What follows belongs to an exercise in optimizing a design on an open flow for small area and a short achievable clock period; a production flow would make more cautious choices.
In this exercise RTL edits were held to simulation tests only and were not proved equivalent to the original.

$ cat design/flow/design.v
module mode_switch_pipe #(
    parameter int WIDTH    = 12,
    parameter int LANES    = 4,
    parameter int Q        = 3329,
    parameter int MULT_LAT = 3
) (
    input  logic                   clk,
    input  logic                   rst_n,
    input  logic                   in_valid,
    output logic                   in_ready,
    input  logic [LANES*WIDTH-1:0] in_data,
    input  logic [LANES*WIDTH-1:0] in_tw,
    input  logic                   bf_valid,
    input  logic [LANES*WIDTH-1:0] bf_data,
    input  logic [LANES*WIDTH-1:0] bf_tw,
    output logic                   fwd_valid,
    output logic [LANES*WIDTH-1:0] fwd_data,
    output logic                   ret_valid,
    output logic [LANES*WIDTH-1:0] ret_data,
    input  logic                   mode_req,
    input  logic                   mode_in,
    output logic                   mode,
    output logic                   mode_ack
);
    localparam int DW = LANES * WIDTH;
    logic [2:0] fwd_vld;
    logic [2:0] ret_vld;
    logic       mode_r;
    logic       mode_c;     
    logic       mode_2;     
    logic       pending;
    logic       pending_mode;
    logic       ready_r;    
    logic       ack_r;
    logic [DW-1:0]       mul_na0, mul_nb0, byp0, byp1, fwd2, ret2, res;
    logic [LANES*24-1:0] prod, prod1;
    wire accept  = in_valid && !pending;
    wire drained = !(|fwd_vld) && !(|ret_vld) && !bf_valid;
    always_ff @(posedge clk or negedge rst_n) begin
        if (!rst_n) begin
            fwd_vld <= '0;
            ret_vld <= '0;
        end else begin
            fwd_vld <= {fwd_vld[1:0], accept};
            ret_vld <= {ret_vld[1:0], bf_valid};
        end
    end
    for (genvar i = 0; i < LANES; i++) begin : g_lane
        msp_mul12 u_mul (.na(mul_na0[i*WIDTH +: WIDTH]), .nb(mul_nb0[i*WIDTH +: WIDTH]), .p(prod[i*24 +: 24]));
        msp_red   u_red (.p(prod1[i*24 +: 24]), .r(res[i*WIDTH +: WIDTH]));
    end
    always_ff @(posedge clk) begin
        mul_na0 <= ~(mode_c ? bf_data : in_data);    
        mul_nb0 <= ~(mode_c ? bf_tw   : in_tw);
        byp0   <= mode_c ? in_data : bf_data;
        prod1  <= prod;
        byp1   <= byp0;
        fwd2   <= mode_2 ? byp1 : res;
        ret2   <= mode_2 ? res  : byp1;
    end
    always_ff @(posedge clk or negedge rst_n) begin
        if (!rst_n) begin
            mode_r       <= 1'b0;
            mode_c       <= 1'b0;
            mode_2       <= 1'b0;
            pending      <= 1'b0;
            ready_r      <= 1'b1;
            pending_mode <= 1'b0;
            ack_r        <= 1'b0;
        end else begin
            ack_r  <= 1'b0;
            mode_2 <= mode_c;
            if (!mode_req && pending && drained && (pending_mode != mode_c))
                mode_c <= pending_mode;
            if (mode_req) begin
                pending      <= 1'b1;
                ready_r      <= 1'b0;
                pending_mode <= mode_in;
            end else if (pending && drained) begin
                mode_r  <= pending_mode;
                pending <= 1'b0;
                ready_r <= 1'b1;
                ack_r   <= 1'b1;
            end
        end
    end
    assign in_ready  = ready_r;
    assign fwd_valid = fwd_vld[2];
    assign ret_valid = ret_vld[2];
    assign fwd_data  = fwd2;
    assign ret_data  = ret2;
    assign mode      = mode_r;
    assign mode_ack  = ack_r;
endmodule
module msp_mul12 (input logic [11:0] na, input logic [11:0] nb, output logic [23:0] p);
    logic mc_1;
    logic mc_2;
    logic mc_3;
    logic mc_4;
    logic mc_5;
    logic mc_6;
    logic mc_7;
    logic mc_8;
    logic mc_9;
    logic mc_10;
    logic mc_11;
    logic mc_12;
    logic mc_13;
    logic mc_14;
    logic mc_15;
    logic mc_16;
    logic mc_17;
    logic mc_18;
    logic mc_19;
    logic mc_20;
    logic mc_21;
    logic mc_22;
    logic mc_23;
    logic mc_24;
    logic mc_25;
    logic mc_26;
    logic mc_27;
    logic mc_28;
    logic mc_29;
    logic mc_30;
    logic mc_31;
    logic mc_32;
    logic mc_33;
    logic mc_34;
    logic mc_35;
    logic mc_36;
    logic mc_37;
    logic mc_38;
    logic mc_39;
    logic mc_40;
    logic mc_41;
    logic mc_42;
    logic mc_43;
    logic mc_44;
    logic mc_45;
    logic mc_46;
    logic mc_47;
    logic mc_48;
    logic mc_49;
    logic mc_50;
    logic mc_51;
    logic mc_52;
    logic mc_53;
    logic mc_54;
    logic mc_55;
    logic mc_56;
    logic mc_57;
    logic mc_58;
    logic mc_59;
    logic mc_60;
    logic mc_61;
    logic mc_62;
    logic mc_63;
    logic mc_64;
    logic mc_65;
    logic mc_66;
    logic mc_67;
    logic mc_68;
    logic mc_69;
    logic mc_70;
    logic mc_71;
    logic mc_72;
    logic mc_73;
    logic mc_74;
    logic mc_75;
    logic mc_76;
    logic mc_77;
    logic mc_78;
    logic mc_79;
    logic mc_80;
    logic mc_81;
    logic mc_82;
    logic mc_83;
    logic mc_84;
    logic mc_85;
    logic mc_86;
    logic mc_87;
    logic mc_88;
    logic mc_89;
    logic mc_90;
    logic mc_91;
    logic mc_92;
    logic mc_93;
    logic mc_94;
    logic mc_95;
    logic mc_96;
    logic mc_97;
    logic mc_98;
    logic mc_99;
    logic mc_100;
    logic mc_101;
    logic mc_102;
    logic mc_103;
    logic mc_104;
    logic mc_105;
    logic mc_106;
    logic mc_107;
    logic mc_108;
    logic mc_109;
    logic mc_110;
    logic mc_111;
    logic mc_112;
    logic mc_113;
    logic mc_114;
    logic mc_115;
    logic mc_116;
    logic mc_117;
    logic mc_118;
    logic mc_119;
    logic mc_120;
    logic mc_121;
    logic mc_122;
    logic mc_123;
    logic mc_124;
    logic mc_125;
    logic mc_126;
    logic mc_127;
    logic mc_128;
    logic mc_129;
    logic mc_130;
    logic mc_131;
    logic mc_132;
    logic mc_133;
    logic mc_134;
    logic mc_135;
    logic mc_136;
    logic mc_137;
    logic mc_138;
    logic mc_139;
    logic mc_140;
    logic mc_141;
    logic mc_142;
    logic mc_143;
    logic mc_144;
    logic mc_145;
    logic mc_146;
    logic mc_147;
    logic mc_148;
    logic mc_149;
    logic mc_150;
    logic mc_151;
    logic mc_152;
    logic mc_153;
    logic mc_154;
    logic mc_155;
    logic mc_156;
    logic mc_157;
    logic mc_158;
    logic mc_159;
    logic mc_160;
    logic mc_161;
    logic mc_162;
    logic mc_163;
    logic mc_164;
    logic mc_165;
    logic mc_166;
    logic mc_167;
    logic mc_168;
    logic mc_169;
    logic mc_170;
    logic mc_171;
    logic mc_172;
    logic mc_173;
    logic mc_174;
    logic mc_175;
    logic mc_176;
    logic mc_177;
    logic mc_178;
    logic mc_179;
    logic mc_180;
    logic mc_181;
    logic mc_182;
    logic mc_183;
    logic mc_184;
    logic mc_185;
    logic mc_186;
    logic mc_187;
    logic mc_188;
    logic mc_189;
    logic mc_190;
    logic mc_191;
    logic mc_192;
    logic mc_193;
    logic mc_194;
    logic mc_195;
    logic mc_196;
    logic mc_197;
    logic mc_198;
    logic mc_199;
    logic mc_200;
    logic mc_201;
    logic mc_202;
    logic mc_203;
    logic mc_204;
    logic mc_205;
    logic mc_206;
    logic mc_207;
    logic mc_208;
    logic mc_209;
    logic mc_210;
    logic mc_211;
    logic mc_212;
    logic mc_213;
    logic mc_214;
    logic mc_215;
    logic mc_216;
    logic mc_217;
    logic mc_218;
    logic mc_219;
    logic mc_220;
    assign mc_1 = ~((na[0] | nb[9]) ^ (na[1] | nb[8]));
    assign mc_2 = (na[0] | nb[9]) | (na[1] | nb[8]);
    assign {mc_4, mc_3} = {(na[0] | nb[10])} + {(na[1] | nb[9])} + {(na[2] | nb[8])};
    assign mc_5 = ~((na[3] | nb[7]) ^ (na[4] | nb[6]));
    assign mc_6 = (na[3] | nb[7]) | (na[4] | nb[6]);
    assign {mc_8, mc_7} = {(na[0] | nb[11])} + {(na[1] | nb[10])} + {(na[2] | nb[9])};
    assign {mc_10, mc_9} = {(na[3] | nb[8])} + {(na[4] | nb[7])} + {(na[5] | nb[6])};
    assign mc_11 = ~((na[6] | nb[5]) ^ (na[7] | nb[4]));
    assign mc_12 = (na[6] | nb[5]) | (na[7] | nb[4]);
    assign {mc_14, mc_13} = {(na[1] | nb[11])} + {(na[2] | nb[10])} + {(na[3] | nb[9])};
    assign {mc_16, mc_15} = {(na[4] | nb[8])} + {(na[5] | nb[7])} + {(na[6] | nb[6])};
    assign mc_17 = ~((na[7] | nb[5]) ^ (na[8] | nb[4]));
    assign mc_18 = (na[7] | nb[5]) | (na[8] | nb[4]);
    assign {mc_20, mc_19} = {(na[2] | nb[11])} + {(na[3] | nb[10])} + {(na[4] | nb[9])};
    assign {mc_22, mc_21} = {(na[5] | nb[8])} + {(na[6] | nb[7])} + {(na[7] | nb[6])};
    assign {mc_24, mc_23} = {(na[3] | nb[11])} + {(na[4] | nb[10])} + {(na[5] | nb[9])};
    assign mc_25 = ~((na[0] | nb[6]) ^ (na[1] | nb[5]));
    assign mc_26 = (na[0] | nb[6]) | (na[1] | nb[5]);
    assign {mc_28, mc_27} = {(na[0] | nb[7])} + {(na[1] | nb[6])} + {(na[2] | nb[5])};
    assign mc_29 = ~((na[3] | nb[4]) ^ (na[4] | nb[3]));
    assign mc_30 = (na[3] | nb[4]) | (na[4] | nb[3]);
    assign {mc_32, mc_31} = {(na[0] | nb[8])} + {(na[1] | nb[7])} + {(na[2] | nb[6])};
    assign {mc_34, mc_33} = {(na[3] | nb[5])} + {(na[4] | nb[4])} + {(na[5] | nb[3])};
    assign mc_35 = ~((na[6] | nb[2]) ^ (na[7] | nb[1]));
    assign mc_36 = (na[6] | nb[2]) | (na[7] | nb[1]);
    assign {mc_38, mc_37} = {mc_1} + {(na[2] | nb[7])} + {(na[3] | nb[6])};
    assign {mc_40, mc_39} = {(na[4] | nb[5])} + {(na[5] | nb[4])} + {(na[6] | nb[3])};
    assign {mc_42, mc_41} = {(na[7] | nb[2])} + {(na[8] | nb[1])} + {(na[9] | nb[0])};
    assign {mc_44, mc_43} = {mc_2} + {mc_3} + {mc_5};
    assign {mc_46, mc_45} = {(na[5] | nb[5])} + {(na[6] | nb[4])} + {(na[7] | nb[3])};
    assign {mc_48, mc_47} = {(na[8] | nb[2])} + {(na[9] | nb[1])} + {(na[10] | nb[0])};
    assign {mc_50, mc_49} = {mc_4} + {mc_6} + {mc_7};
    assign {mc_52, mc_51} = {mc_9} + {mc_11} + {(na[8] | nb[3])};
    assign {mc_54, mc_53} = {(na[9] | nb[2])} + {(na[10] | nb[1])} + {(na[11] | nb[0])};
    assign {mc_56, mc_55} = {mc_8} + {mc_10} + {mc_12};
    assign {mc_58, mc_57} = {mc_13} + {mc_15} + {mc_17};
    assign {mc_60, mc_59} = {(na[9] | nb[3])} + {(na[10] | nb[2])} + {(na[11] | nb[1])};
    assign {mc_62, mc_61} = {mc_14} + {mc_16} + {mc_18};
    assign {mc_64, mc_63} = {mc_19} + {mc_21} + {(na[8] | nb[5])};
    assign {mc_66, mc_65} = {(na[9] | nb[4])} + {(na[10] | nb[3])} + {(na[11] | nb[2])};
    assign {mc_68, mc_67} = {mc_20} + {mc_22} + {mc_23};
    assign {mc_70, mc_69} = {(na[6] | nb[8])} + {(na[7] | nb[7])} + {(na[8] | nb[6])};
    assign {mc_72, mc_71} = {(na[9] | nb[5])} + {(na[10] | nb[4])} + {(na[11] | nb[3])};
    assign {mc_74, mc_73} = {mc_24} + {(na[4] | nb[11])} + {(na[5] | nb[10])};
    assign {mc_76, mc_75} = {(na[6] | nb[9])} + {(na[7] | nb[8])} + {(na[8] | nb[7])};
    assign {mc_78, mc_77} = {(na[9] | nb[6])} + {(na[10] | nb[5])} + {(na[11] | nb[4])};
    assign {mc_80, mc_79} = {(na[5] | nb[11])} + {(na[6] | nb[10])} + {(na[7] | nb[9])};
    assign {mc_82, mc_81} = {(na[8] | nb[8])} + {(na[9] | nb[7])} + {(na[10] | nb[6])};
    assign {mc_84, mc_83} = {(na[6] | nb[11])} + {(na[7] | nb[10])} + {(na[8] | nb[9])};
    assign mc_85 = ~((na[0] | nb[4]) ^ (na[1] | nb[3]));
    assign mc_86 = (na[0] | nb[4]) | (na[1] | nb[3]);
    assign {mc_88, mc_87} = {(na[0] | nb[5])} + {(na[1] | nb[4])} + {(na[2] | nb[3])};
    assign mc_89 = ~((na[3] | nb[2]) ^ (na[4] | nb[1]));
    assign mc_90 = (na[3] | nb[2]) | (na[4] | nb[1]);
    assign {mc_92, mc_91} = {mc_25} + {(na[2] | nb[4])} + {(na[3] | nb[3])};
    assign {mc_94, mc_93} = {(na[4] | nb[2])} + {(na[5] | nb[1])} + {(na[6] | nb[0])};
    assign {mc_96, mc_95} = {mc_26} + {mc_27} + {mc_29};
    assign {mc_98, mc_97} = {(na[5] | nb[2])} + {(na[6] | nb[1])} + {(na[7] | nb[0])};
    assign {mc_100, mc_99} = {mc_28} + {mc_30} + {mc_31};
    assign {mc_102, mc_101} = {mc_33} + {mc_35} + {(na[8] | nb[0])};
    assign {mc_104, mc_103} = {mc_32} + {mc_34} + {mc_36};
    assign {mc_106, mc_105} = {mc_37} + {mc_39} + {mc_41};
    assign {mc_108, mc_107} = {mc_38} + {mc_40} + {mc_42};
    assign {mc_110, mc_109} = {mc_43} + {mc_45} + {mc_47};
    assign {mc_112, mc_111} = {mc_44} + {mc_46} + {mc_48};
    assign {mc_114, mc_113} = {mc_49} + {mc_51} + {mc_53};
    assign {mc_116, mc_115} = {mc_50} + {mc_52} + {mc_54};
    assign {mc_118, mc_117} = {mc_55} + {mc_57} + {mc_59};
    assign {mc_120, mc_119} = {mc_56} + {mc_58} + {mc_60};
    assign {mc_122, mc_121} = {mc_61} + {mc_63} + {mc_65};
    assign {mc_124, mc_123} = {mc_62} + {mc_64} + {mc_66};
    assign {mc_126, mc_125} = {mc_67} + {mc_69} + {mc_71};
    assign {mc_128, mc_127} = {mc_68} + {mc_70} + {mc_72};
    assign {mc_130, mc_129} = {mc_73} + {mc_75} + {mc_77};
    assign {mc_132, mc_131} = {mc_74} + {mc_76} + {mc_78};
    assign {mc_134, mc_133} = {mc_79} + {mc_81} + {(na[11] | nb[5])};
    assign {mc_136, mc_135} = {mc_80} + {mc_82} + {mc_83};
    assign {mc_138, mc_137} = {(na[9] | nb[8])} + {(na[10] | nb[7])} + {(na[11] | nb[6])};
    assign {mc_140, mc_139} = {mc_84} + {(na[7] | nb[11])} + {(na[8] | nb[10])};
    assign {mc_142, mc_141} = {(na[9] | nb[9])} + {(na[10] | nb[8])} + {(na[11] | nb[7])};
    assign {mc_144, mc_143} = {(na[8] | nb[11])} + {(na[9] | nb[10])} + {(na[10] | nb[9])};
    assign mc_145 = ~((na[0] | nb[3]) ^ (na[1] | nb[2]));
    assign mc_146 = (na[0] | nb[3]) | (na[1] | nb[2]);
    assign {mc_148, mc_147} = {mc_85} + {(na[2] | nb[2])} + {(na[3] | nb[1])};
    assign {mc_150, mc_149} = {mc_86} + {mc_87} + {mc_89};
    assign {mc_152, mc_151} = {mc_88} + {mc_90} + {mc_91};
    assign {mc_154, mc_153} = {mc_92} + {mc_94} + {mc_95};
    assign {mc_156, mc_155} = {mc_96} + {mc_98} + {mc_99};
    assign {mc_158, mc_157} = {mc_100} + {mc_102} + {mc_103};
    assign {mc_160, mc_159} = {mc_104} + {mc_106} + {mc_107};
    assign {mc_162, mc_161} = {mc_108} + {mc_110} + {mc_111};
    assign {mc_164, mc_163} = {mc_112} + {mc_114} + {mc_115};
    assign {mc_166, mc_165} = {mc_116} + {mc_118} + {mc_119};
    assign {mc_168, mc_167} = {mc_120} + {mc_122} + {mc_123};
    assign {mc_170, mc_169} = {mc_124} + {mc_126} + {mc_127};
    assign {mc_172, mc_171} = {mc_128} + {mc_130} + {mc_131};
    assign {mc_174, mc_173} = {mc_132} + {mc_134} + {mc_135};
    assign {mc_176, mc_175} = {mc_136} + {mc_138} + {mc_139};
    assign {mc_178, mc_177} = {mc_140} + {mc_142} + {mc_143};
    assign {mc_180, mc_179} = {mc_144} + {(na[9] | nb[11])} + {(na[10] | nb[10])};
    assign mc_181 = ~((na[0] | nb[2]) ^ (na[1] | nb[1]));
    assign mc_182 = (na[0] | nb[2]) | (na[1] | nb[1]);
    assign {mc_184, mc_183} = {mc_145} + {(na[2] | nb[1])} + {(na[3] | nb[0])};
    assign {mc_186, mc_185} = {mc_146} + {mc_147} + {(na[4] | nb[0])};
    assign {mc_188, mc_187} = {mc_148} + {mc_149} + {(na[5] | nb[0])};
    assign {mc_190, mc_189} = {mc_150} + {mc_151} + {mc_93};
    assign {mc_192, mc_191} = {mc_152} + {mc_153} + {mc_97};
    assign {mc_194, mc_193} = {mc_154} + {mc_155} + {mc_101};
    assign {mc_196, mc_195} = {mc_156} + {mc_157} + {mc_105};
    assign {mc_198, mc_197} = {mc_158} + {mc_159} + {mc_109};
    assign {mc_200, mc_199} = {mc_160} + {mc_161} + {mc_113};
    assign {mc_202, mc_201} = {mc_162} + {mc_163} + {mc_117};
    assign {mc_204, mc_203} = {mc_164} + {mc_165} + {mc_121};
    assign {mc_206, mc_205} = {mc_166} + {mc_167} + {mc_125};
    assign {mc_208, mc_207} = {mc_168} + {mc_169} + {mc_129};
    assign {mc_210, mc_209} = {mc_170} + {mc_171} + {mc_133};
    assign {mc_212, mc_211} = {mc_172} + {mc_173} + {mc_137};
    assign {mc_214, mc_213} = {mc_174} + {mc_175} + {mc_141};
    assign {mc_216, mc_215} = {mc_176} + {mc_177} + {(na[11] | nb[8])};
    assign {mc_218, mc_217} = {mc_178} + {mc_179} + {(na[11] | nb[9])};
    assign {mc_220, mc_219} = {mc_180} + {(na[10] | nb[11])} + {(na[11] | nb[10])};
    logic [23:0] ra, rb;
    assign ra = {1'b1, mc_220, mc_218, mc_216, mc_214, mc_212, mc_210, mc_208, mc_206, mc_204, mc_202, mc_200, mc_198, mc_196, mc_194, mc_192, mc_190, mc_188, mc_186, mc_184, mc_182, mc_181, (na[0] | nb[1]), (na[0] | nb[0])};
    assign rb = {1'b1, (na[11] | nb[11]), mc_219, mc_217, mc_215, mc_213, mc_211, mc_209, mc_207, mc_205, mc_203, mc_201, mc_199, mc_197, mc_195, mc_193, mc_191, mc_189, mc_187, mc_185, mc_183, (na[2] | nb[0]), (na[1] | nb[0]), 1'b1};
    logic [23:0] kp0, kg0;
    assign kp0 = ra ^ rb;           
    assign kg0 = ~(ra | rb);        
    logic [23:0] kp1, kg1;
    assign kg1[0] = kg0[0];
    assign kp1[0] = kp0[0];
    assign kg1[1] = kg0[1] | (kp0[1] & kg0[0]);
    assign kp1[1] = kp0[1] & kp0[0];
    assign kg1[2] = kg0[2] | (kp0[2] & kg0[1]);
    assign kp1[2] = kp0[2] & kp0[1];
    assign kg1[3] = kg0[3] | (kp0[3] & kg0[2]);
    assign kp1[3] = kp0[3] & kp0[2];
    assign kg1[4] = kg0[4] | (kp0[4] & kg0[3]);
    assign kp1[4] = kp0[4] & kp0[3];
    assign kg1[5] = kg0[5] | (kp0[5] & kg0[4]);
    assign kp1[5] = kp0[5] & kp0[4];
    assign kg1[6] = kg0[6] | (kp0[6] & kg0[5]);
    assign kp1[6] = kp0[6] & kp0[5];
    assign kg1[7] = kg0[7] | (kp0[7] & kg0[6]);
    assign kp1[7] = kp0[7] & kp0[6];
    assign kg1[8] = kg0[8] | (kp0[8] & kg0[7]);
    assign kp1[8] = kp0[8] & kp0[7];
    assign kg1[9] = kg0[9] | (kp0[9] & kg0[8]);
    assign kp1[9] = kp0[9] & kp0[8];
    assign kg1[10] = kg0[10] | (kp0[10] & kg0[9]);
    assign kp1[10] = kp0[10] & kp0[9];
    assign kg1[11] = kg0[11] | (kp0[11] & kg0[10]);
    assign kp1[11] = kp0[11] & kp0[10];
    assign kg1[12] = kg0[12] | (kp0[12] & kg0[11]);
    assign kp1[12] = kp0[12] & kp0[11];
    assign kg1[13] = kg0[13] | (kp0[13] & kg0[12]);
    assign kp1[13] = kp0[13] & kp0[12];
    assign kg1[14] = kg0[14] | (kp0[14] & kg0[13]);
    assign kp1[14] = kp0[14] & kp0[13];
    assign kg1[15] = kg0[15] | (kp0[15] & kg0[14]);
    assign kp1[15] = kp0[15] & kp0[14];
    assign kg1[16] = kg0[16] | (kp0[16] & kg0[15]);
    assign kp1[16] = kp0[16] & kp0[15];
    assign kg1[17] = kg0[17] | (kp0[17] & kg0[16]);
    assign kp1[17] = kp0[17] & kp0[16];
    assign kg1[18] = kg0[18] | (kp0[18] & kg0[17]);
    assign kp1[18] = kp0[18] & kp0[17];
    assign kg1[19] = kg0[19] | (kp0[19] & kg0[18]);
    assign kp1[19] = kp0[19] & kp0[18];
    assign kg1[20] = kg0[20] | (kp0[20] & kg0[19]);
    assign kp1[20] = kp0[20] & kp0[19];
    assign kg1[21] = kg0[21] | (kp0[21] & kg0[20]);
    assign kp1[21] = kp0[21] & kp0[20];
    assign kg1[22] = kg0[22] | (kp0[22] & kg0[21]);
    assign kp1[22] = kp0[22] & kp0[21];
    assign kg1[23] = kg0[23] | (kp0[23] & kg0[22]);
    assign kp1[23] = kp0[23] & kp0[22];
    logic [23:0] kp2, kg2;
    assign kg2[0] = kg1[0];
    assign kp2[0] = kp1[0];
    assign kg2[1] = kg1[1];
    assign kp2[1] = kp1[1];
    assign kg2[2] = kg1[2] | (kp1[2] & kg1[0]);
    assign kp2[2] = kp1[2] & kp1[0];
    assign kg2[3] = kg1[3] | (kp1[3] & kg1[1]);
    assign kp2[3] = kp1[3] & kp1[1];
    assign kg2[4] = kg1[4] | (kp1[4] & kg1[2]);
    assign kp2[4] = kp1[4] & kp1[2];
    assign kg2[5] = kg1[5] | (kp1[5] & kg1[3]);
    assign kp2[5] = kp1[5] & kp1[3];
    assign kg2[6] = kg1[6] | (kp1[6] & kg1[4]);
    assign kp2[6] = kp1[6] & kp1[4];
    assign kg2[7] = kg1[7] | (kp1[7] & kg1[5]);
    assign kp2[7] = kp1[7] & kp1[5];
    assign kg2[8] = kg1[8] | (kp1[8] & kg1[6]);
    assign kp2[8] = kp1[8] & kp1[6];
    assign kg2[9] = kg1[9] | (kp1[9] & kg1[7]);
    assign kp2[9] = kp1[9] & kp1[7];
    assign kg2[10] = kg1[10] | (kp1[10] & kg1[8]);
    assign kp2[10] = kp1[10] & kp1[8];
    assign kg2[11] = kg1[11] | (kp1[11] & kg1[9]);
    assign kp2[11] = kp1[11] & kp1[9];
    assign kg2[12] = kg1[12] | (kp1[12] & kg1[10]);
    assign kp2[12] = kp1[12] & kp1[10];
    assign kg2[13] = kg1[13] | (kp1[13] & kg1[11]);
    assign kp2[13] = kp1[13] & kp1[11];
    assign kg2[14] = kg1[14] | (kp1[14] & kg1[12]);
    assign kp2[14] = kp1[14] & kp1[12];
    assign kg2[15] = kg1[15] | (kp1[15] & kg1[13]);
    assign kp2[15] = kp1[15] & kp1[13];
    assign kg2[16] = kg1[16] | (kp1[16] & kg1[14]);
    assign kp2[16] = kp1[16] & kp1[14];
    assign kg2[17] = kg1[17] | (kp1[17] & kg1[15]);
    assign kp2[17] = kp1[17] & kp1[15];
    assign kg2[18] = kg1[18] | (kp1[18] & kg1[16]);
    assign kp2[18] = kp1[18] & kp1[16];
    assign kg2[19] = kg1[19] | (kp1[19] & kg1[17]);
    assign kp2[19] = kp1[19] & kp1[17];
    assign kg2[20] = kg1[20] | (kp1[20] & kg1[18]);
    assign kp2[20] = kp1[20] & kp1[18];
    assign kg2[21] = kg1[21] | (kp1[21] & kg1[19]);
    assign kp2[21] = kp1[21] & kp1[19];
    assign kg2[22] = kg1[22] | (kp1[22] & kg1[20]);
    assign kp2[22] = kp1[22] & kp1[20];
    assign kg2[23] = kg1[23] | (kp1[23] & kg1[21]);
    assign kp2[23] = kp1[23] & kp1[21];
    logic [23:0] kp3, kg3;
    assign kg3[0] = kg2[0];
    assign kp3[0] = kp2[0];
    assign kg3[1] = kg2[1];
    assign kp3[1] = kp2[1];
    assign kg3[2] = kg2[2];
    assign kp3[2] = kp2[2];
    assign kg3[3] = kg2[3];
    assign kp3[3] = kp2[3];
    assign kg3[4] = kg2[4] | (kp2[4] & kg2[0]);
    assign kp3[4] = kp2[4] & kp2[0];
    assign kg3[5] = kg2[5] | (kp2[5] & kg2[1]);
    assign kp3[5] = kp2[5] & kp2[1];
    assign kg3[6] = kg2[6] | (kp2[6] & kg2[2]);
    assign kp3[6] = kp2[6] & kp2[2];
    assign kg3[7] = kg2[7] | (kp2[7] & kg2[3]);
    assign kp3[7] = kp2[7] & kp2[3];
    assign kg3[8] = kg2[8] | (kp2[8] & kg2[4]);
    assign kp3[8] = kp2[8] & kp2[4];
    assign kg3[9] = kg2[9] | (kp2[9] & kg2[5]);
    assign kp3[9] = kp2[9] & kp2[5];
    assign kg3[10] = kg2[10] | (kp2[10] & kg2[6]);
    assign kp3[10] = kp2[10] & kp2[6];
    assign kg3[11] = kg2[11] | (kp2[11] & kg2[7]);
    assign kp3[11] = kp2[11] & kp2[7];
    assign kg3[12] = kg2[12] | (kp2[12] & kg2[8]);
    assign kp3[12] = kp2[12] & kp2[8];
    assign kg3[13] = kg2[13] | (kp2[13] & kg2[9]);
    assign kp3[13] = kp2[13] & kp2[9];
    assign kg3[14] = kg2[14] | (kp2[14] & kg2[10]);
    assign kp3[14] = kp2[14] & kp2[10];
    assign kg3[15] = kg2[15] | (kp2[15] & kg2[11]);
    assign kp3[15] = kp2[15] & kp2[11];
    assign kg3[16] = kg2[16] | (kp2[16] & kg2[12]);
    assign kp3[16] = kp2[16] & kp2[12];
    assign kg3[17] = kg2[17] | (kp2[17] & kg2[13]);
    assign kp3[17] = kp2[17] & kp2[13];
    assign kg3[18] = kg2[18] | (kp2[18] & kg2[14]);
    assign kp3[18] = kp2[18] & kp2[14];
    assign kg3[19] = kg2[19] | (kp2[19] & kg2[15]);
    assign kp3[19] = kp2[19] & kp2[15];
    assign kg3[20] = kg2[20] | (kp2[20] & kg2[16]);
    assign kp3[20] = kp2[20] & kp2[16];
    assign kg3[21] = kg2[21] | (kp2[21] & kg2[17]);
    assign kp3[21] = kp2[21] & kp2[17];
    assign kg3[22] = kg2[22] | (kp2[22] & kg2[18]);
    assign kp3[22] = kp2[22] & kp2[18];
    assign kg3[23] = kg2[23] | (kp2[23] & kg2[19]);
    assign kp3[23] = kp2[23] & kp2[19];
    logic [23:0] kp4, kg4;
    assign kg4[0] = kg3[0];
    assign kp4[0] = kp3[0];
    assign kg4[1] = kg3[1];
    assign kp4[1] = kp3[1];
    assign kg4[2] = kg3[2];
    assign kp4[2] = kp3[2];
    assign kg4[3] = kg3[3];
    assign kp4[3] = kp3[3];
    assign kg4[4] = kg3[4];
    assign kp4[4] = kp3[4];
    assign kg4[5] = kg3[5];
    assign kp4[5] = kp3[5];
    assign kg4[6] = kg3[6];
    assign kp4[6] = kp3[6];
    assign kg4[7] = kg3[7];
    assign kp4[7] = kp3[7];
    assign kg4[8] = kg3[8] | (kp3[8] & kg3[0]);
    assign kp4[8] = kp3[8] & kp3[0];
    assign kg4[9] = kg3[9] | (kp3[9] & kg3[1]);
    assign kp4[9] = kp3[9] & kp3[1];
    assign kg4[10] = kg3[10] | (kp3[10] & kg3[2]);
    assign kp4[10] = kp3[10] & kp3[2];
    assign kg4[11] = kg3[11] | (kp3[11] & kg3[3]);
    assign kp4[11] = kp3[11] & kp3[3];
    assign kg4[12] = kg3[12] | (kp3[12] & kg3[4]);
    assign kp4[12] = kp3[12] & kp3[4];
    assign kg4[13] = kg3[13] | (kp3[13] & kg3[5]);
    assign kp4[13] = kp3[13] & kp3[5];
    assign kg4[14] = kg3[14] | (kp3[14] & kg3[6]);
    assign kp4[14] = kp3[14] & kp3[6];
    assign kg4[15] = kg3[15] | (kp3[15] & kg3[7]);
    assign kp4[15] = kp3[15] & kp3[7];
    assign kg4[16] = kg3[16] | (kp3[16] & kg3[8]);
    assign kp4[16] = kp3[16] & kp3[8];
    assign kg4[17] = kg3[17] | (kp3[17] & kg3[9]);
    assign kp4[17] = kp3[17] & kp3[9];
    assign kg4[18] = kg3[18] | (kp3[18] & kg3[10]);
    assign kp4[18] = kp3[18] & kp3[10];
    assign kg4[19] = kg3[19] | (kp3[19] & kg3[11]);
    assign kp4[19] = kp3[19] & kp3[11];
    assign kg4[20] = kg3[20] | (kp3[20] & kg3[12]);
    assign kp4[20] = kp3[20] & kp3[12];
    assign kg4[21] = kg3[21] | (kp3[21] & kg3[13]);
    assign kp4[21] = kp3[21] & kp3[13];
    assign kg4[22] = kg3[22] | (kp3[22] & kg3[14]);
    assign kp4[22] = kp3[22] & kp3[14];
    assign kg4[23] = kg3[23] | (kp3[23] & kg3[15]);
    assign kp4[23] = kp3[23] & kp3[15];
    logic [23:0] kp5, kg5;
    assign kg5[0] = kg4[0];
    assign kp5[0] = kp4[0];
    assign kg5[1] = kg4[1];
    assign kp5[1] = kp4[1];
    assign kg5[2] = kg4[2];
    assign kp5[2] = kp4[2];
    assign kg5[3] = kg4[3];
    assign kp5[3] = kp4[3];
    assign kg5[4] = kg4[4];
    assign kp5[4] = kp4[4];
    assign kg5[5] = kg4[5];
    assign kp5[5] = kp4[5];
    assign kg5[6] = kg4[6];
    assign kp5[6] = kp4[6];
    assign kg5[7] = kg4[7];
    assign kp5[7] = kp4[7];
    assign kg5[8] = kg4[8];
    assign kp5[8] = kp4[8];
    assign kg5[9] = kg4[9];
    assign kp5[9] = kp4[9];
    assign kg5[10] = kg4[10];
    assign kp5[10] = kp4[10];
    assign kg5[11] = kg4[11];
    assign kp5[11] = kp4[11];
    assign kg5[12] = kg4[12];
    assign kp5[12] = kp4[12];
    assign kg5[13] = kg4[13];
    assign kp5[13] = kp4[13];
    assign kg5[14] = kg4[14];
    assign kp5[14] = kp4[14];
    assign kg5[15] = kg4[15];
    assign kp5[15] = kp4[15];
    assign kg5[16] = kg4[16] | (kp4[16] & kg4[0]);
    assign kp5[16] = kp4[16] & kp4[0];
    assign kg5[17] = kg4[17] | (kp4[17] & kg4[1]);
    assign kp5[17] = kp4[17] & kp4[1];
    assign kg5[18] = kg4[18] | (kp4[18] & kg4[2]);
    assign kp5[18] = kp4[18] & kp4[2];
    assign kg5[19] = kg4[19] | (kp4[19] & kg4[3]);
    assign kp5[19] = kp4[19] & kp4[3];
    assign kg5[20] = kg4[20] | (kp4[20] & kg4[4]);
    assign kp5[20] = kp4[20] & kp4[4];
    assign kg5[21] = kg4[21] | (kp4[21] & kg4[5]);
    assign kp5[21] = kp4[21] & kp4[5];
    assign kg5[22] = kg4[22] | (kp4[22] & kg4[6]);
    assign kp5[22] = kp4[22] & kp4[6];
    assign kg5[23] = kg4[23] | (kp4[23] & kg4[7]);
    assign kp5[23] = kp4[23] & kp4[7];
    assign p = kp0 ^ {kg5[22:0], 1'b0};
endmodule
module msp_red (input logic [23:0] p, output logic [11:0] r);
    logic rc_1;
    logic rc_2;
    logic rc_3;
    logic rc_4;
    logic rc_5;
    logic rc_6;
    logic rc_7;
    logic rc_8;
    logic rc_9;
    logic rc_10;
    logic rc_11;
    logic rc_12;
    logic rc_13;
    logic rc_14;
    logic rc_15;
    logic rc_16;
    logic rc_17;
    logic rc_18;
    logic rc_19;
    logic rc_20;
    logic rc_21;
    logic rc_22;
    logic rc_23;
    logic rc_24;
    logic rc_25;
    logic rc_26;
    logic rc_27;
    logic rc_28;
    logic rc_29;
    logic rc_30;
    logic rc_31;
    logic rc_32;
    logic rc_33;
    logic rc_34;
    logic rc_35;
    logic rc_36;
    logic rc_37;
    logic rc_38;
    logic rc_39;
    logic rc_40;
    logic rc_41;
    logic rc_42;
    logic rc_43;
    logic rc_44;
    logic rc_45;
    logic rc_46;
    logic rc_47;
    logic rc_48;
    logic rc_49;
    logic rc_50;
    logic rc_51;
    logic rc_52;
    logic rc_53;
    logic rc_54;
    logic rc_55;
    logic rc_56;
    logic rc_57;
    logic rc_58;
    logic rc_59;
    logic rc_60;
    logic rc_61;
    logic rc_62;
    logic rc_63;
    logic rc_64;
    logic rc_65;
    logic rc_66;
    logic rc_67;
    logic rc_68;
    logic rc_69;
    logic rc_70;
    logic rc_71;
    logic rc_72;
    logic rc_73;
    logic rc_74;
    assign {rc_2, rc_1} = {p[0]} + {~p[12]} + {~p[14]};
    assign {rc_4, rc_3} = {p[1]} + {~p[13]} + {~p[15]};
    assign {rc_6, rc_5} = {p[2]} + {~p[14]} + {~p[16]};
    assign {rc_8, rc_7} = {p[20]} + {p[22]};
    assign {rc_10, rc_9} = {p[3]} + {~p[15]} + {~p[17]};
    assign {rc_12, rc_11} = {p[21]} + {p[23]};
    assign {rc_14, rc_13} = {p[4]} + {~p[16]} + {~p[18]};
    assign {rc_16, rc_15} = {p[5]} + {~p[17]};
    assign {rc_18, rc_17} = {p[8]} + {~p[12]};
    assign {rc_20, rc_19} = {p[9]} + {~p[13]} + {~p[15]};
    assign {rc_22, rc_21} = {p[10]} + {p[12]} + {~p[16]};
    assign {rc_24, rc_23} = {p[11]} + {p[13]};
    assign {rc_26, rc_25} = {rc_1} + {p[18]};
    assign {rc_28, rc_27} = {rc_2} + {rc_3} + {p[19]};
    assign {rc_30, rc_29} = {rc_4} + {rc_5} + {rc_7};
    assign {rc_32, rc_31} = {rc_6} + {rc_8} + {rc_9};
    assign {rc_34, rc_33} = {rc_10} + {rc_12} + {rc_13};
    assign {rc_36, rc_35} = {rc_14} + {rc_15} + {~p[19]};
    assign {rc_38, rc_37} = {rc_16} + {p[6]} + {~p[18]};
    assign {rc_40, rc_39} = {p[7]} + {~p[19]};
    assign {rc_42, rc_41} = {rc_17} + {~p[14]} + {p[18]};
    assign {rc_44, rc_43} = {rc_18} + {rc_19} + {p[19]};
    assign {rc_46, rc_45} = {rc_20} + {rc_21} + {~p[18]};
    assign {rc_48, rc_47} = {rc_22} + {rc_23} + {~p[17]};
    assign {rc_50, rc_49} = {rc_25} + {p[20]};
    assign {rc_52, rc_51} = {rc_26} + {rc_27} + {p[21]};
    assign {rc_54, rc_53} = {rc_28} + {rc_29} + {1'b1};
    assign {rc_56, rc_55} = {rc_30} + {rc_31} + {rc_11};
    assign {rc_58, rc_57} = {rc_32} + {rc_33} + {p[22]};
    assign {rc_60, rc_59} = {rc_34} + {rc_35} + {p[23]};
    assign {rc_62, rc_61} = {rc_36} + {rc_37} + {~p[20]};
    assign {rc_64, rc_63} = {rc_38} + {rc_39} + {~p[21]};
    assign {rc_66, rc_65} = {rc_40} + {rc_41} + {~p[22]};
    assign {rc_68, rc_67} = {rc_42} + {rc_43} + {~p[23]};
    assign {rc_70, rc_69} = {rc_44} + {rc_45} + {1'b1};
    assign {rc_72, rc_71} = {rc_46} + {rc_47} + {~p[19]};
    assign {rc_74, rc_73} = {rc_48} + {rc_24};
    logic [13:0] ra, rb;
    logic [3:0]  t;
    logic [12:0] c0, r0;
    logic [13:0] c1, r1;
    assign ra = {rc_74, rc_72, rc_70, rc_68, rc_66, rc_64, rc_62, rc_60, rc_58, rc_56, rc_54, rc_52, rc_50, rc_49};
    assign rb = {1'b0, rc_73, rc_71, rc_69, rc_67, rc_65, rc_63, rc_61, rc_59, rc_57, rc_55, rc_53, rc_51, 1'b1};
    assign t  = ra[13:10] + rb[13:10];
    always_comb begin
        case (t)
            4'd0: begin c0 = 13'd0; c1 = 14'd13055; end
            4'd1: begin c0 = 13'd0; c1 = 14'd13055; end
            4'd2: begin c0 = 13'd0; c1 = 14'd13055; end
            4'd3: begin c0 = 13'd0; c1 = 14'd13055; end
            4'd4: begin c0 = 13'd0; c1 = 14'd13055; end
            4'd5: begin c0 = 13'd4863; c1 = 14'd9726; end
            4'd6: begin c0 = 13'd4863; c1 = 14'd9726; end
            4'd7: begin c0 = 13'd4863; c1 = 14'd9726; end
            4'd8: begin c0 = 13'd1534; c1 = 14'd6397; end
            4'd9: begin c0 = 13'd1534; c1 = 14'd6397; end
            4'd10: begin c0 = 13'd1534; c1 = 14'd6397; end
            4'd11: begin c0 = 13'd1534; c1 = 14'd6397; end
            4'd12: begin c0 = 13'd6397; c1 = 14'd3068; end
            4'd13: begin c0 = 13'd6397; c1 = 14'd3068; end
            4'd14: begin c0 = 13'd6397; c1 = 14'd3068; end
            4'd15: begin c0 = 13'd6397; c1 = 14'd3068; end
            default: begin c0 = 13'd0; c1 = 14'd0; end
        endcase
    end
    assign r0 = ra[12:0] + rb[12:0] + c0;
    assign r1 = ra + rb + c1;
    assign r  = r1[13] ? r0[11:0] : r1[11:0];
endmodule
$ cat design/flow/standard.sh
#!/bin/bash
# synth_recipe.tcl (not shown) runs the flow's synth.tcl, then flattens the netlist and writes it again
# the make line also repeats each setting of config.mk as NAME=value (left out here)
make -C /OpenROAD-flow-scripts/flow DESIGN_CONFIG=/design/flow/config.mk WORK_HOME=/design/flow/orfs CLKGATE_MAP_FILE= SYNTH_SCRIPT=/design/flow/synth_recipe.tcl "${@:-finish}"
$ cat design/flow/constraint.sdc
create_clock -name core_clock -period 25.0 [get_ports {clk}]
set_input_delay 5.0000 -clock core_clock [delete_from_list [all_inputs] [get_ports {clk}]]
set_output_delay 5.0000 -clock core_clock [all_outputs]
set_load 0.01 [all_outputs]
$ cat design/flow/config.mk
export PLATFORM = sky130hd
export DESIGN_NAME = mode_switch_pipe
export DESIGN_NICKNAME = mode_switch_pipe
export VERILOG_FILES = /design/flow/design.v
export SDC_FILE = /design/flow/constraint.sdc
export NUM_CORES = 4
export LEC_CHECK = 0
export CAP_MARGIN = 20
export CORE_MARGIN = 2
export CORE_UTILIZATION = 65
export CTS_CLUSTER_DIAMETER = 150
export CTS_CLUSTER_SIZE = 20
export SLEW_MARGIN = 20
$ cat design/flow/flow/run.sh
#!/bin/bash
# Standard ORFS layout (the standard.sh, standard synthesis) with small port buffers, and
# setup repair aimed well below the 25 ns clock so the resizer works on the real critical paths.
set -euo pipefail
export BUFFER_PORTS_ARGS="-buffer_cell sky130_fd_sc_hd__buf_1"
export SETUP_SLACK_MARGIN=18.95
export CTS_ARGS="-sink_clustering_enable -repair_clock_nets -sink_clustering_size 20 -sink_clustering_max_diameter 150 -dont_use_dummy_load"
bash standard.sh > flow_standard.log 2>&1
==> results.cfg, run 1 <==
[sta]
fin_crit_ns = 6.24
hold_viol_final = 0
skew_ns = 0.0444
period_share_pct = 25.0
tns_ns = 0
slew_violations = 0
setup_viol = 0
max_slew.worst_pin.slew_ns = 1.09
grt_setup_unrepaired = yes
clock.fmax_mhz = 160
slew_headroom_pct = 27.6

[global_route]
grt_pass1_wl_um = 144000
grt_use_total_pct = 30.8
antenna_found_initial = 0
grt_max_degree = 71
first_global_vias = 28400
gr-total-overflow = 0

[clocking]
cts_htree_levels = 1
insertion_delay_ns = 0.58
cts-buffers-inserted = 23
cts_buffer_depth = 3
clk_pin_slew_worst_paths_ns = 0.09
cts_tree = yes
cts_sinks = 397
root_buffer = clkbuf_16

[setup_path]
cp_top_family = flip-flops
critical_path_required_ns = 20.00
startpoint = ready_r
cp.buffers_inverters = 1
endpoint_kind = output pin
crit_path_max_fanout = 2
critPathMaxStageDelay_ns = 0.56
crit_path_start_kind = flop
r2r_cells = 27
r2r_slack_ns = 19.00
critPathArrivalTime_ns = 1.24
worstReg2RegEnd = ret2[43]
cp_slowest_cell = dfstp_2
criticalPathCategory = reg -> out
reg2reg_from = prod1[84]
cp_cell_sequence = buf_6

[place]
dp_cells = 4694
gp_congestion = 0.919
dpl.hpwl_um = 71900
io_buffers = 298

[synth]
synth_cells = 3764
syn_nets = 4849
yosys_register_bits = 397
yosys.area.top_type = fa_1
synth_top_area_share_pct = 30.7
synth.most_common_cell = nor2_1
synth_edf_count = 0
syn_avg_cell_area_sq_um = 9.76
ys.flop_type = dfxtp_1
netlist-cell-type-count = 67
synthesis.area_sq_um = 36700
ys_warn_count = 2
synth_async_sr_flop_share_pct = 3.27
synthTopCellsByArea = fa_1 31%, dfxtp_1 21%, ha_1 11%
synth_seq_area_share_pct = 21.8
yosys-top-cells-count = 634 x nor2_1, 604 x inv_1, 563 x fa_1, 384 x dfxtp_1, 324 x ha_1

[finish]
syn_to_final_growth_pct = 10.7
multi_input_area_sq_um = 26500
drive_gt1_share_pct = 13.0
layoutNonFillerInstCount = 4788
fin_nets = 5119
fill_cells = 4309
seqCellArea_sq_um = 8140
final_util_pct = 72.4
num_antenna_cells = 0

[route]
antenna_left = 0
drtIter0Drc = 1472
drc = 0
wire_per_inst_um = 18.8
highest_layer = met4
wl_met3_um = 5460
post_drt_via_cell_ratio = 5.60
routed_wirelength_um = 90000
wl_met1_um = 37000
dr.pass1.iters = 5
vias = 26800
wl_met2_um = 44000

[min_path]
whs_path_depth = 0
whs_endpoint = byp1[20]
hold_path_class = reg -> reg
hold_start = byp0[20]

[floorplanning]
rows = 87
pin_count = 299
core_sq_um = 56200
dieArea_sq_um = 58400
die_h_um = 242
die_w_um = 242
initial_core_util_pct = 65.4

[status]
outcome = timing/DRC/antenna clean

[flow_run]
drv_cap = 0
==> cell families (layout without fill, tap and decap cells) <==
| logic type | count (synthesis) | in the layout | synth area share, % |
|---|---|---|---|
| AND/OR/NAND/NOR | 864 | 865 | 9.79 |
| AO/OA/AOI/OAI | 450 | 450 | 7.61 |
| XOR/XNOR | 187 | 187 | 4.46 |
| adder cells (fa/ha/maj) | 887 | 887 | 41.7 |
| multiplexers | 242 | 242 | 7.01 |
| flip-flops | 397 | 397 | 21.8 |
| buffers and inverters | 737 | 1004 | 7.57 |
==> layer usage <==
metal | global-route usage, % | vias to the layer above
met5 | 0 | -
met4 | 11.0 | 0
met3 | 4.26 | 221
met2 | 52.6 | 954
met1 | 40.2 | 13300
li1 | - | 12400
==> layout by cell type, fill, tap and decap left out, types with 39 or more instances in the layout <==
| cell | count |
|---|---|
| xor2_1 | 50 |
| a21oi_1 | 140 |
| a21o_1 | 50 |
| o21bai_1 | 39 |
| buf_1 | 206 |
| buf_6 | 61 |
| nand2_1 | 78 |
| xnor2_1 | 126 |
| buf_4 | 71 |
| or2_2 | 43 |
| nor2_1 | 629 |
| mux2_2 | 99 |
| o21ai_0 | 97 |
| inv_1 | 594 |
| ha_1 | 317 |
| dfxtp_1 | 318 |
| mux2i_1 | 123 |
| fa_1 | 547 |
| dfxtp_2 | 50 |
==> sequential cells by signal, summed over array words and instances, names as in the netlist <==
name,cells
mode_c,1
ready_r,1
mul_nb0,48
ret2,48
ack_r,1
prod1,96
mode_r,1
byp0,48
pending,1
byp1,48
fwd_vld,3
ret_vld,3
mode_2,1
fwd2,48
pending_mode,1
mul_na0,48
==> how the worst max path moves through the flow <==
stage / endpoint / slack (ns) / cells past startpoint
2_1_floorplan: fwd2[12] / 19.02 / 24
3_3_place_gp: fwd2[13] / 18.51 / 24
3_5_place_dp: ret2[25] / 18.28 / 24
4_1_cts: in_ready / 18.75 / 1
5_1_grt: in_ready / 18.72 / 1
6_report: in_ready / 18.76 / 1
==> metrics by stage <==
step | hold WS [ns] | setup WS (ns) | area [sq um]
6_report | 0.330 | 18.76 | 40700
5_1_grt | 0.336 | 18.72 | 40700
4_1_cts | 0.330 | 18.75 | 39900
3_5_place_dp | 0.312 | 18.28 | 38400
3_3_place_gp | 0.312 | 18.51 | 38400
2_1_floorplan | 0.310 | 19.02 | 36700
==> final cells by class <==
type	instances	share of cell area, %
clock buffers	23	1.42
multi-input cells	2631	65.3
well taps	756	2.33
repair buffers	376	5.37
inverters	605	5.58
flip-flops and latches	397	20.0
==> timing repair <==
action	in CTS	in global routing
gates cloned	2	1
hold buffers	0	0
resized for setup	252	123
setup buffers	27	41
setup endpoints to repair	180	159
pin swaps	10	49
endpoints found under the hold margin	0	0
==> run 2: changes to the inputs <==
--- a/design/flow/flow/run.sh
+++ b/design/flow/flow/run.sh
@@ -5,3 +5,3 @@
 export BUFFER_PORTS_ARGS="-buffer_cell sky130_fd_sc_hd__buf_1"
-export SETUP_SLACK_MARGIN=18.95
+export SETUP_SLACK_MARGIN=18.8
 export CTS_ARGS="-sink_clustering_enable -repair_clock_nets -sink_clustering_size 20 -sink_clustering_max_diameter 150 -dont_use_dummy_load"
==> run 2 against run 1 <==
Net effect:
- critical path type unchanged
- cell count decreased by 0.52%
- via count down 0.98%
- critical endpoint unchanged
- global-route usage fell by 0.83 points
==> results.cfg, run 2 <==
[floorplanning]
initial_core_util_pct = 65.4
core_sq_um = 56200
dieArea_sq_um = 58400
die_h_um = 242
rows = 87
pin_count = 299
die_w_um = 242

[synth]
yosys_register_bits = 397
synth_top_area_share_pct = 30.7
syn_nets = 4849
synthTopCellsByArea = fa_1 31%, dfxtp_1 21%, ha_1 11%
synth_edf_count = 0
syn_avg_cell_area_sq_um = 9.76
ys_warn_count = 2
yosys.area.top_type = fa_1
netlist-cell-type-count = 67
synthesis.area_sq_um = 36700
yosys-top-cells-count = 634 x nor2_1, 604 x inv_1, 563 x fa_1, 384 x dfxtp_1, 324 x ha_1
ys.flop_type = dfxtp_1
synth.most_common_cell = nor2_1
synth_seq_area_share_pct = 21.8
synth_cells = 3764
synth_async_sr_flop_share_pct = 3.27

[global_route]
antenna_found_initial = 3
grt_use_total_pct = 29.9
grt_max_degree = 66
grt_pass1_wl_um = 141000
first_global_vias = 28300
gr-total-overflow = 0

[finish]
final_area_sq_um = 39800
fill_cells = 4380
regMostFlops = prod1
mostFrequentLayoutCells = 629 x nor2_1, 602 x inv_1, 552 x fa_1, 371 x dfxtp_1, 319 x ha_1
fin_nets = 5094
final_util_pct = 70.8
largest_reg_flops = 96
num_antenna_cells = 0
multi_input_area_sq_um = 26400
syn_to_final_growth_pct = 8.34
seqCellArea_sq_um = 8040
drive_gt1_share_pct = 8.24
final_common_cell = nor2_1

[min_path]
hold_path_class = reg -> reg

[sta]
hold_viol_final = 0
tns_ns = 0
period_share_pct = 24.9
fin_crit_ns = 6.21
skew_ns = 0.0339
slew_violations = 0
grt_setup_unrepaired = yes
setup_viol = 0
slew_headroom_pct = 36.7
clock.fmax_mhz = 161
max_slew.worst_pin.slew_ns = 0.950

[clocking]
cts_htree_levels = 1
insertion_delay_ns = 0.57
cts_buffer_depth = 3
clk_pin_slew_worst_paths_ns = 0.08
cts_tree = yes
cts_sinks = 397
cts-buffers-inserted = 23
root_buffer = clkbuf_16
hold_buffers = 0

[place]
io_buffers = 298
placed_area_sq_um = 38300
gp_congestion = 0.900
dpl.hpwl_um = 70000

[route]
post_drt_via_cell_ratio = 5.58
routed_wirelength_um = 86600
antenna_left = 0
wire_per_inst_um = 18.2
drtIter0Drc = 1198
dr.pass1.iters = 5
drc = 0
vias = 26600

[setup_path]
crit_path_start_kind = flop
cp.buffers_inverters = 1
critPathArrivalTime_ns = 1.21
endpoint_kind = output pin
critPathMaxStageDelay_ns = 0.55
crit_path_max_fanout = 2
critical_path_required_ns = 20.00
cp_slowest_cell = dfstp_2
criticalPathCategory = reg -> out
cp_cell_sequence = buf_6
cp_top_family = flip-flops

[status]
outcome = timing/DRC/antenna clean

[flow_run]
drv_cap = 0
-- run 2: what timing repair did --
item                       CTS  global route
gates resized for setup     61            58
gates cloned                 2             1
pin swaps                    7            30
setup endpoints to repair  106            95
setup buffers               12            31
-- run 2: through the flow --
| stage | hold WS (ns) | cells | setup WS [ns] |
|---|---|---|---|
| 2_1_floorplan | 0.310 | 3764 | 18.88 |
| 3_3_place_gp | 0.313 | 4694 | 18.11 |
| 3_5_place_dp | 0.312 | 4694 | 17.93 |
| 4_1_cts | 0.332 | 4731 | 18.76 |
| 5_1_grt | 0.336 | 4763 | 18.70 |
| 6_report | 0.331 | 4763 | 18.79 |
-- run 2: kinds of logic (layout without fill, tap and decap cells) --
kind of cell | Yosys count | after routing | share of synthesized area (%)
flip-flops | 397 | 397 | 21.8
XOR/XNOR | 187 | 187 | 4.46
buffers and inverters | 737 | 980 | 7.57
AO/OA/AOI/OAI | 450 | 450 | 7.61
adder cells (fa/ha/maj) | 887 | 887 | 41.7
AND/OR/NAND/NOR | 864 | 864 | 9.79
multiplexers | 242 | 242 | 7.01
-- run 2: per-layer routing --
metal | GRT usage (%) | vias to the layer above | wire length [um]
li1 | - | 12300 | -
met1 | 38.9 | 13200 | 35500
met2 | 52.3 | 875 | 42900
met3 | 3.54 | 176 | 5100
met4 | 9.93 | 0 | 3040
met5 | 0 | - | 0
-- run 2: worst paths after layout --
kind / start / to / slack, ns / cells after the start
worst max register to register: prod1[82] / fwd2[41] / 18.97 / 25
worst min-delay path: byp0[4] / byp1[4] / 0.33 / 0
worst min register to register: byp0[4] / byp1[4] / 0.33 / 0
worst max-delay path: ready_r / in_ready / 18.79 / 1
min in group asynchronous: rst_n / ret_vld[2] / 4.43 / 1
max in group asynchronous: rst_n / mode_2 / 20.08 / 1
-- run 2: worst reg2reg max path, delay by kind of cell, from the launching register on --
| family | cells | cell delay, ns |
|---|---|---|
| AO/OA/AOI/OAI | 8 | 1.63 |
| buffers and inverters | 4 | 0.36 |
| adder cells (fa/ha/maj) | 7 | 2.41 |
| XOR/XNOR | 2 | 0.38 |
| AND/OR/NAND/NOR | 2 | 0.23 |
| flip-flops | 1 | 0.32 |
| multiplexers | 2 | 0.57 |
-- run 2: area by class of cell --
type | instances | share of cell area [%]
Sequential cell | 397 | 20.2
Tap cell | 756 | 2.38
Inverter | 605 | 5.71
Timing Repair Buffer | 352 | 3.95
Multi-Input combinational cell | 2630 | 66.3
Clock buffer | 23 | 1.45
==> run 3: changes to the inputs <==
--- a/design/flow/config.mk
+++ b/design/flow/config.mk
@@ -9,5 +9,3 @@
 export CORE_MARGIN = 2
-export CORE_UTILIZATION = 65
-export CTS_CLUSTER_DIAMETER = 150
-export CTS_CLUSTER_SIZE = 20
+export CORE_UTILIZATION = 72
 export SLEW_MARGIN = 20
==> run 3 against run 2 <==
Net effect:
- still clean on timing, DRC and antenna
- cell count decreased by 1.6%
- critical path depth unchanged
- first-iteration DRC count increased by 46%
- clock-buffer cell count unchanged
- global-route usage increased by 4.1 points
- cell area increased by 0.18%
- clock skew increased by 0.015 ns
==> results.cfg, run 3 <==
[floorplanning]
core_sq_um = 50300
pin_count = 299
initial_core_util_pct = 73.0
die_h_um = 230
rows = 82
dieArea_sq_um = 52800
die_w_um = 230

[synth]
ys_warn_count = 2
synth_top_area_share_pct = 30.7
synth_edf_count = 0
synth.most_common_cell = nor2_1
yosys-top-cells-count = 634 x nor2_1, 604 x inv_1, 563 x fa_1, 384 x dfxtp_1, 324 x ha_1
syn_nets = 4849
synthesis.area_sq_um = 36700
syn_avg_cell_area_sq_um = 9.76
synth_cells = 3764
netlist-cell-type-count = 67
synth_async_sr_flop_share_pct = 3.27
synth_seq_area_share_pct = 21.8
ys.flop_type = dfxtp_1
synthTopCellsByArea = fa_1 31%, dfxtp_1 21%, ha_1 11%
yosys.area.top_type = fa_1
yosys_register_bits = 397

[sta]
clock.fmax_mhz = 161
slew_violations = 0
skew_ns = 0.0487
setup_viol = 0
fin_crit_ns = 6.22
grt_setup_unrepaired = yes
period_share_pct = 24.9
hold_viol_final = 0
slew_headroom_pct = 36.7
max_slew.worst_pin.slew_ns = 0.950
hold_ws_ns = 0.323
tns_ns = 0

[setup_path]
endpoint_kind = output pin
r2r_slack_ns = 18.94
criticalPathCategory = reg -> out
crit_path_start_kind = flop
critical_path_required_ns = 20.00
r2r_cells = 27
worstReg2RegEnd = fwd2[43]
cp_slowest_cell = dfstp_2
crit_path_max_fanout = 2
critPathArrivalTime_ns = 1.22
critPathMaxStageDelay_ns = 0.55
reg2reg_from = prod1[84]
cp_top_family = flip-flops
cp_cell_sequence = buf_6
cp.buffers_inverters = 1

[finish]
final_common_cell = nor2_1
seqCellArea_sq_um = 8040
regMostFlops = prod1
num_antenna_cells = 0
multi_input_area_sq_um = 26500
fin_nets = 5104
final_util_pct = 79.3
mostFrequentLayoutCells = 629 x nor2_1, 599 x inv_1, 553 x fa_1, 368 x dfxtp_1, 316 x ha_1
fill_cells = 3263
final_area_sq_um = 39900
syn_to_final_growth_pct = 8.53
drive_gt1_share_pct = 8.89
largest_reg_flops = 96

[global_route]
grt_use_total_pct = 34.0
grt_max_degree = 74
grt_pass1_wl_um = 144000
antenna_found_initial = 2
gr-total-overflow = 0
first_global_vias = 29000

[route]
drc = 0
dr.pass1.iters = 5
antenna_left = 0
wire_per_inst_um = 19.0
post_drt_via_cell_ratio = 5.79
routed_wirelength_um = 89300
drtIter0Drc = 1748
vias = 27100

[status]
outcome = timing/DRC/antenna clean

[clocking]
cts_htree_levels = 1
cts_sinks = 397
cts_buffer_depth = 3
cts-buffers-inserted = 23
root_buffer = clkbuf_16
insertion_delay_ns = 0.58
cts_tree = yes
clk_pin_slew_worst_paths_ns = 0.09

[min_path]
whs_endpoint = byp1[14]
hold_start = byp0[14]
hold_path_class = reg -> reg
whs_path_depth = 0

[place]
gp_congestion = 0.947
dpl.hpwl_um = 70700
io_buffers = 298
placed_area_sq_um = 38200

[flow_run]
drv_cap = 0
==> run 3: cell counts after synthesis <==
No cell type changed its count.
==> run 3: per-layer routing <==
layer	global-route usage [%]	part of all wire (%)	up-vias	wire length, um
met1	43.9	40	13500	35600
met3	5.22	7.3	198	6500
met5	0	0.013	-	12
met2	59.0	49	1118	44100
li1	-	-	12300	-
met4	11.1	3.5	2	3080
==> run 3: kinds of logic after synthesis <==
logic type | count (synthesis) | synth area share, %
flops | 397 | 21.8
xor+xnor | 187 | 4.46
buf+inv | 737 | 7.57
compound gates | 450 | 7.61
mux | 242 | 7.01
simple gates | 864 | 9.79
fa+ha+maj | 887 | 41.7
==> run 3: layout make-up <==
class / count / area share, %
multi-input cells: 2630 / 66.5
flip-flops and latches: 397 / 20.2
inverters: 605 / 5.70
repair buffers: 362 / 4.11
well taps: 672 / 2.11
clock buffers: 23 / 1.44
==> run 3: metrics by stage <==
| step | worst slack (ns) | std cells |
|---|---|---|
| after floorplan | 18.88 | 3764 |
| after global placement | 18.12 | 4610 |
| after detailed placement | 17.91 | 4610 |
| final | 18.78 | 4689 |
| after global routing | 18.72 | 4689 |
| after CTS | 18.76 | 4648 |
==> run 3: worst max path at each step <==
stage                    from  depth (start not counted)  slack, ns       end
finish                ready_r                          1      18.78  in_ready
detailed placement  prod1[64]                         23      17.91  ret2[25]
global placement    prod1[36]                         24      18.12  fwd2[13]
CTS                   ready_r                          1      18.76  in_ready
floorplan           prod1[36]                         24      18.88  fwd2[12]
global route        prod1[84]                         27      18.72  ret2[43]
==> run 3: timing repair <==
item                       CTS  global route
cloned                       2             0
hold endpoints to repair     0             0
hold buffers                 0             0
gates resized for setup     64            85
setup buffers               13            41
setup endpoints to repair  108            98
pin swaps                   12            38

[port drivers added, routing unchanged]
In the flow no input, the clock included, has a driving cell. The finished layouts below were timed again as built, in two steps. Step 1 (the two cells are an assumption about what drives the block):
set clk [get_ports {clk}]
set_driving_cell -lib_cell sky130_fd_sc_hd__clkbuf_16 $clk
set_driving_cell -lib_cell sky130_fd_sc_hd__buf_2 [delete_from_list [all_inputs] $clk]
Step 2, shift: input delay + t, output delay - t, t = (earliest + latest rising clock arrival at the registers) / 2. This alone moves slack from input paths to output paths. a / b / c = ideal / step 1 / step 2; a / b = the first two.
| run | t (ns) | setup slack, ns | worst setup path at the end |
|---|---|---|---|
| run 1 | 0.629 | 18.757 / 18.692 / 19.003 | register to register |
| run 2 | 0.619 | 18.787 / 18.724 / 18.975 | register to register |
| run 3 | 0.627 | 18.781 / 18.715 / 18.937 | register to register |
After both steps every run listed still meets setup and hold.
